This is an optimization exercise on Yosys and OpenROAD, whose aim is small area and a short achievable clock period, not a production implementation.
The RTL was checked by simulation tests, not by an equivalence proof against the original design.
No activity file was given, so power comes from the tool's default toggle rates.

==> module weight_stream_mem, before the edit <==
module weight_stream_mem #(
   parameter int DATA_W = 8,
   parameter int ADDR_W = 8,
   parameter int LANES  = 4,
   parameter int LEN_W  = ADDR_W - $clog2(LANES) + 1
) (
   input  logic                    clk,
   input  logic                    rst,
   input  logic                    trig_w,
   input  logic [ADDR_W-1:0]       abus_w,
   input  logic [DATA_W-1:0]       dbus_w,
   input  logic                    req,
   input  logic [ADDR_W-1:0]       base,
   input  logic [LEN_W-1:0]        len,
   output logic                    ack,
   output logic                    busy,
   output logic [DATA_W*LANES-1:0] dbus_r,
   output logic                    valid,
   input  logic                    ready,
   output logic                    last,
   output logic                    done
);
   localparam int ROW_B  = DATA_W * LANES;        
   localparam int WORDS  = 1 << ADDR_W;
   localparam int ROWS   = WORDS / LANES;         
   localparam int G1     = ROWS / 4;              
   logic [WORDS*DATA_W-1:0] store;
   always_ff @(posedge clk) begin
      for (int w = 0; w < WORDS; w++) begin
         if (trig_w && abus_w == ADDR_W'(w)) begin
            store[w*DATA_W +: DATA_W] <= dbus_w;
         end
      end
   end
   logic             run;       
   logic [LEN_W-1:0] remain;
   logic             free;
   logic             accept;
   logic             issue;
   logic             fin;
   assign free   = !valid || ready;
   assign accept = !busy && req;
   assign issue  = run && free;
   assign fin    = busy && !run && free;
   always_ff @(posedge clk or negedge rst) begin
      if (!rst) begin
         ack    <= 1'b0;
         busy   <= 1'b0;
         done   <= 1'b0;
         run    <= 1'b0;
         remain <= '0;
      end else begin
         ack  <= accept;
         done <= fin;
         if (accept) begin
            busy <= 1'b1;
         end else if (fin) begin
            busy <= 1'b0;
         end
         if (accept) begin
            run <= (len != '0);
         end else if (issue && remain == LEN_W'(1)) begin
            run <= 1'b0;
         end
         if (accept) begin
            remain <= len;
         end else if (issue) begin
            remain <= remain - LEN_W'(1);
         end
      end
   end
   logic [5:0] row_p0;
   logic [3:0] sel1 [G1];
   always_ff @(posedge clk or negedge rst) begin
      if (!rst) begin
         row_p0 <= '0;
      end else if (accept) begin
         row_p0 <= base[7:2];
      end else if (issue) begin
         row_p0 <= row_p0 + 6'd1;
      end
   end
   for (genvar g = 0; g < G1; g++) begin : g_sel1
      always_ff @(posedge clk or negedge rst) begin
         if (!rst) begin
            sel1[g] <= 4'b0001;
         end else if (accept) begin
            sel1[g] <= 4'b0001 << base[3:2];
         end else if (issue) begin
            sel1[g] <= {sel1[g][2:0], sel1[g][3]};
         end
      end
   end
   logic [3:0] r2;
   logic [1:0] r3;
   for (genvar k = 0; k < 4; k++) begin : g_r2
      always_ff @(posedge clk or negedge rst) begin
         if (!rst) begin
            r2[k] <= 1'b0;
         end else if (accept) begin
            r2[k] <= base[4];
         end else if (issue && row_p0[1:0] == 2'd3) begin
            r2[k] <= !r2[k];
         end
      end
   end
   for (genvar k = 0; k < 2; k++) begin : g_r3
      always_ff @(posedge clk or negedge rst) begin
         if (!rst) begin
            r3[k] <= 1'b0;
         end else if (accept) begin
            r3[k] <= base[5];
         end else if (issue && row_p0[2:0] == 3'd7) begin
            r3[k] <= !r3[k];
         end
      end
   end
   logic [ROW_B-1:0] lvl1 [G1];
   logic [ROW_B-1:0] rd_p0;
   for (genvar g = 0; g < G1; g++) begin : g_lvl1
      assign lvl1[g] = ({ROW_B{sel1[g][0]}} & store[(4*g+0)*ROW_B +: ROW_B])
                     | ({ROW_B{sel1[g][1]}} & store[(4*g+1)*ROW_B +: ROW_B])
                     | ({ROW_B{sel1[g][2]}} & store[(4*g+2)*ROW_B +: ROW_B])
                     | ({ROW_B{sel1[g][3]}} & store[(4*g+3)*ROW_B +: ROW_B]);
   end
   logic [ROW_B-1:0] lvl2 [8];
   logic [ROW_B-1:0] lvl3 [4];
   logic [ROW_B-1:0] lvl4 [2];
   for (genvar h = 0; h < 8; h++) begin : g_lvl2
      assign lvl2[h] = r2[h/2] ? lvl1[2*h+1] : lvl1[2*h];
   end
   for (genvar h = 0; h < 4; h++) begin : g_lvl3
      assign lvl3[h] = r3[h/2] ? lvl2[2*h+1] : lvl2[2*h];
   end
   for (genvar h = 0; h < 2; h++) begin : g_lvl4
      assign lvl4[h] = row_p0[4] ? lvl3[2*h+1] : lvl3[2*h];
   end
   assign rd_p0 = row_p0[5] ? lvl4[1] : lvl4[0];
   always_ff @(posedge clk or negedge rst) begin
      if (!rst) begin
         dbus_r <= '0;
         valid  <= 1'b0;
         last   <= 1'b0;
      end else if (issue) begin
         dbus_r <= rd_p0;
         valid  <= 1'b1;
         last   <= (remain == LEN_W'(1));
      end else if (valid && ready) begin
         valid  <= 1'b0;
         last   <= 1'b0;
      end
   end
endmodule
export LEC_CHECK = 0
export CAP_MARGIN = 20
export CORE_MARGIN = 2
export CORE_UTILIZATION = 60
export CTS_CLUSTER_DIAMETER = 70
export CTS_CLUSTER_SIZE = 25
export PLACE_DENSITY = 0.72
export SETUP_SLACK_MARGIN = 1.9
export SLEW_MARGIN = 20
export TNS_END_PERCENT = 10
create_clock -name core_clock -period 4.0 [get_ports {clk}]
standard.sh (not shown) runs the stock make flow with config.mk's settings and CLKGATE_MAP_FILE= SYNTH_SCRIPT=/design/flow/synth_recipe.tcl, a recipe that flattens the netlist after the stock synthesis.
==> flow/flow/run.sh <==
#!/bin/bash
# The standard layout, with the port buffers that buffer_ports inserts taken
# from plain buffers (buf_4) rather than the cell it picks by default.
set -e
export BUFFER_PORTS_ARGS="-buffer_cell sky130_fd_sc_hd__buf_4"
bash standard.sh > standard.log 2>&1
The baseline finished clean.
Next try:
--- a/flow/design.v
+++ b/flow/design.v
@@ -71,47 +71,19 @@
    end
    logic [5:0] row_p0;
    logic [3:0] sel1 [G1];
-   always_ff @(posedge clk or negedge rst) begin
-      if (!rst) begin
-         row_p0 <= '0;
-      end else if (accept) begin
+   always_ff @(posedge clk) begin
+      if (accept) begin
          row_p0 <= base[7:2];
       end else if (issue) begin
          row_p0 <= row_p0 + 6'd1;
       end
    end
    for (genvar g = 0; g < G1; g++) begin : g_sel1
-      always_ff @(posedge clk or negedge rst) begin
-         if (!rst) begin
-            sel1[g] <= 4'b0001;
-         end else if (accept) begin
+      always_ff @(posedge clk) begin
+         if (accept) begin
             sel1[g] <= 4'b0001 << base[3:2];
          end else if (issue) begin
             sel1[g] <= {sel1[g][2:0], sel1[g][3]};
-         end
-      end
-   end
-   logic [3:0] r2;
-   logic [1:0] r3;
-   for (genvar k = 0; k < 4; k++) begin : g_r2
-      always_ff @(posedge clk or negedge rst) begin
-         if (!rst) begin
-            r2[k] <= 1'b0;
-         end else if (accept) begin
-            r2[k] <= base[4];
-         end else if (issue && row_p0[1:0] == 2'd3) begin
-            r2[k] <= !r2[k];
-         end
-      end
-   end
-   for (genvar k = 0; k < 2; k++) begin : g_r3
-      always_ff @(posedge clk or negedge rst) begin
-         if (!rst) begin
-            r3[k] <= 1'b0;
-         end else if (accept) begin
-            r3[k] <= base[5];
-         end else if (issue && row_p0[2:0] == 3'd7) begin
-            r3[k] <= !r3[k];
          end
       end
    end
@@ -127,10 +99,10 @@
    logic [ROW_B-1:0] lvl3 [4];
    logic [ROW_B-1:0] lvl4 [2];
    for (genvar h = 0; h < 8; h++) begin : g_lvl2
-      assign lvl2[h] = r2[h/2] ? lvl1[2*h+1] : lvl1[2*h];
+      assign lvl2[h] = row_p0[2] ? lvl1[2*h+1] : lvl1[2*h];
    end
    for (genvar h = 0; h < 4; h++) begin : g_lvl3
-      assign lvl3[h] = r3[h/2] ? lvl2[2*h+1] : lvl2[2*h];
+      assign lvl3[h] = row_p0[3] ? lvl2[2*h+1] : lvl2[2*h];
    end
    for (genvar h = 0; h < 2; h++) begin : g_lvl4
       assign lvl4[h] = row_p0[4] ? lvl3[2*h+1] : lvl3[2*h];
Result:
- The new run produced a clean layout
- critical path depth decreases by 1
- die area decreases by about 1.4%
- first-iteration DRC count decreases by 18%
- design area decreases by 2.2%
- worst hold slack is worse by 0.013 ns
- global-route usage decreases by 2.1 points
- clock power hardly moves
- cell count decreases by 3.9%
- core utilization decreases by 0.47 points
- wire length decreases by about 8%
- sequential share of layout area increases by 1.5 points
- flip-flop and latch count decreases by 6
- via count decreases by about 5.5%
- fmax decreases by about 3.2%

## port drivers added, routing unchanged
Ports are ideal in the flow. The routed layouts listed here were re-timed in OpenROAD. Step 1 sets driving cells, clkbuf_16 on the clock port and buf_2 on the other inputs (assumed; they add their load-dependent delay and slew). Step 2 adds t to the input delays and takes it off the output delays; t is the mean of the earliest and latest rising clock arrival at the registers after step 1. Input paths then give back, and output paths get back, about the clock's delay inside the block. Three values: no drivers, after step 1, after step 2; two values: the first two.
run	t (ns)	setup slack, ns	worst hold slack (ns)	worst slew at a driven data input, ns
the first run	0.859	1.530 / 1.530 / 0.725	0.050 / 0.003 / 0.477	0.16
the second run	0.848	1.447 / 1.379 / 0.531	0.036 / -0.017 / 0.521	0.25
After both steps setup and hold are still met in every run listed. For the second run, which loses most, drivers alone change the setup slack by -0.068 ns; drivers and shift together by -0.916 ns.
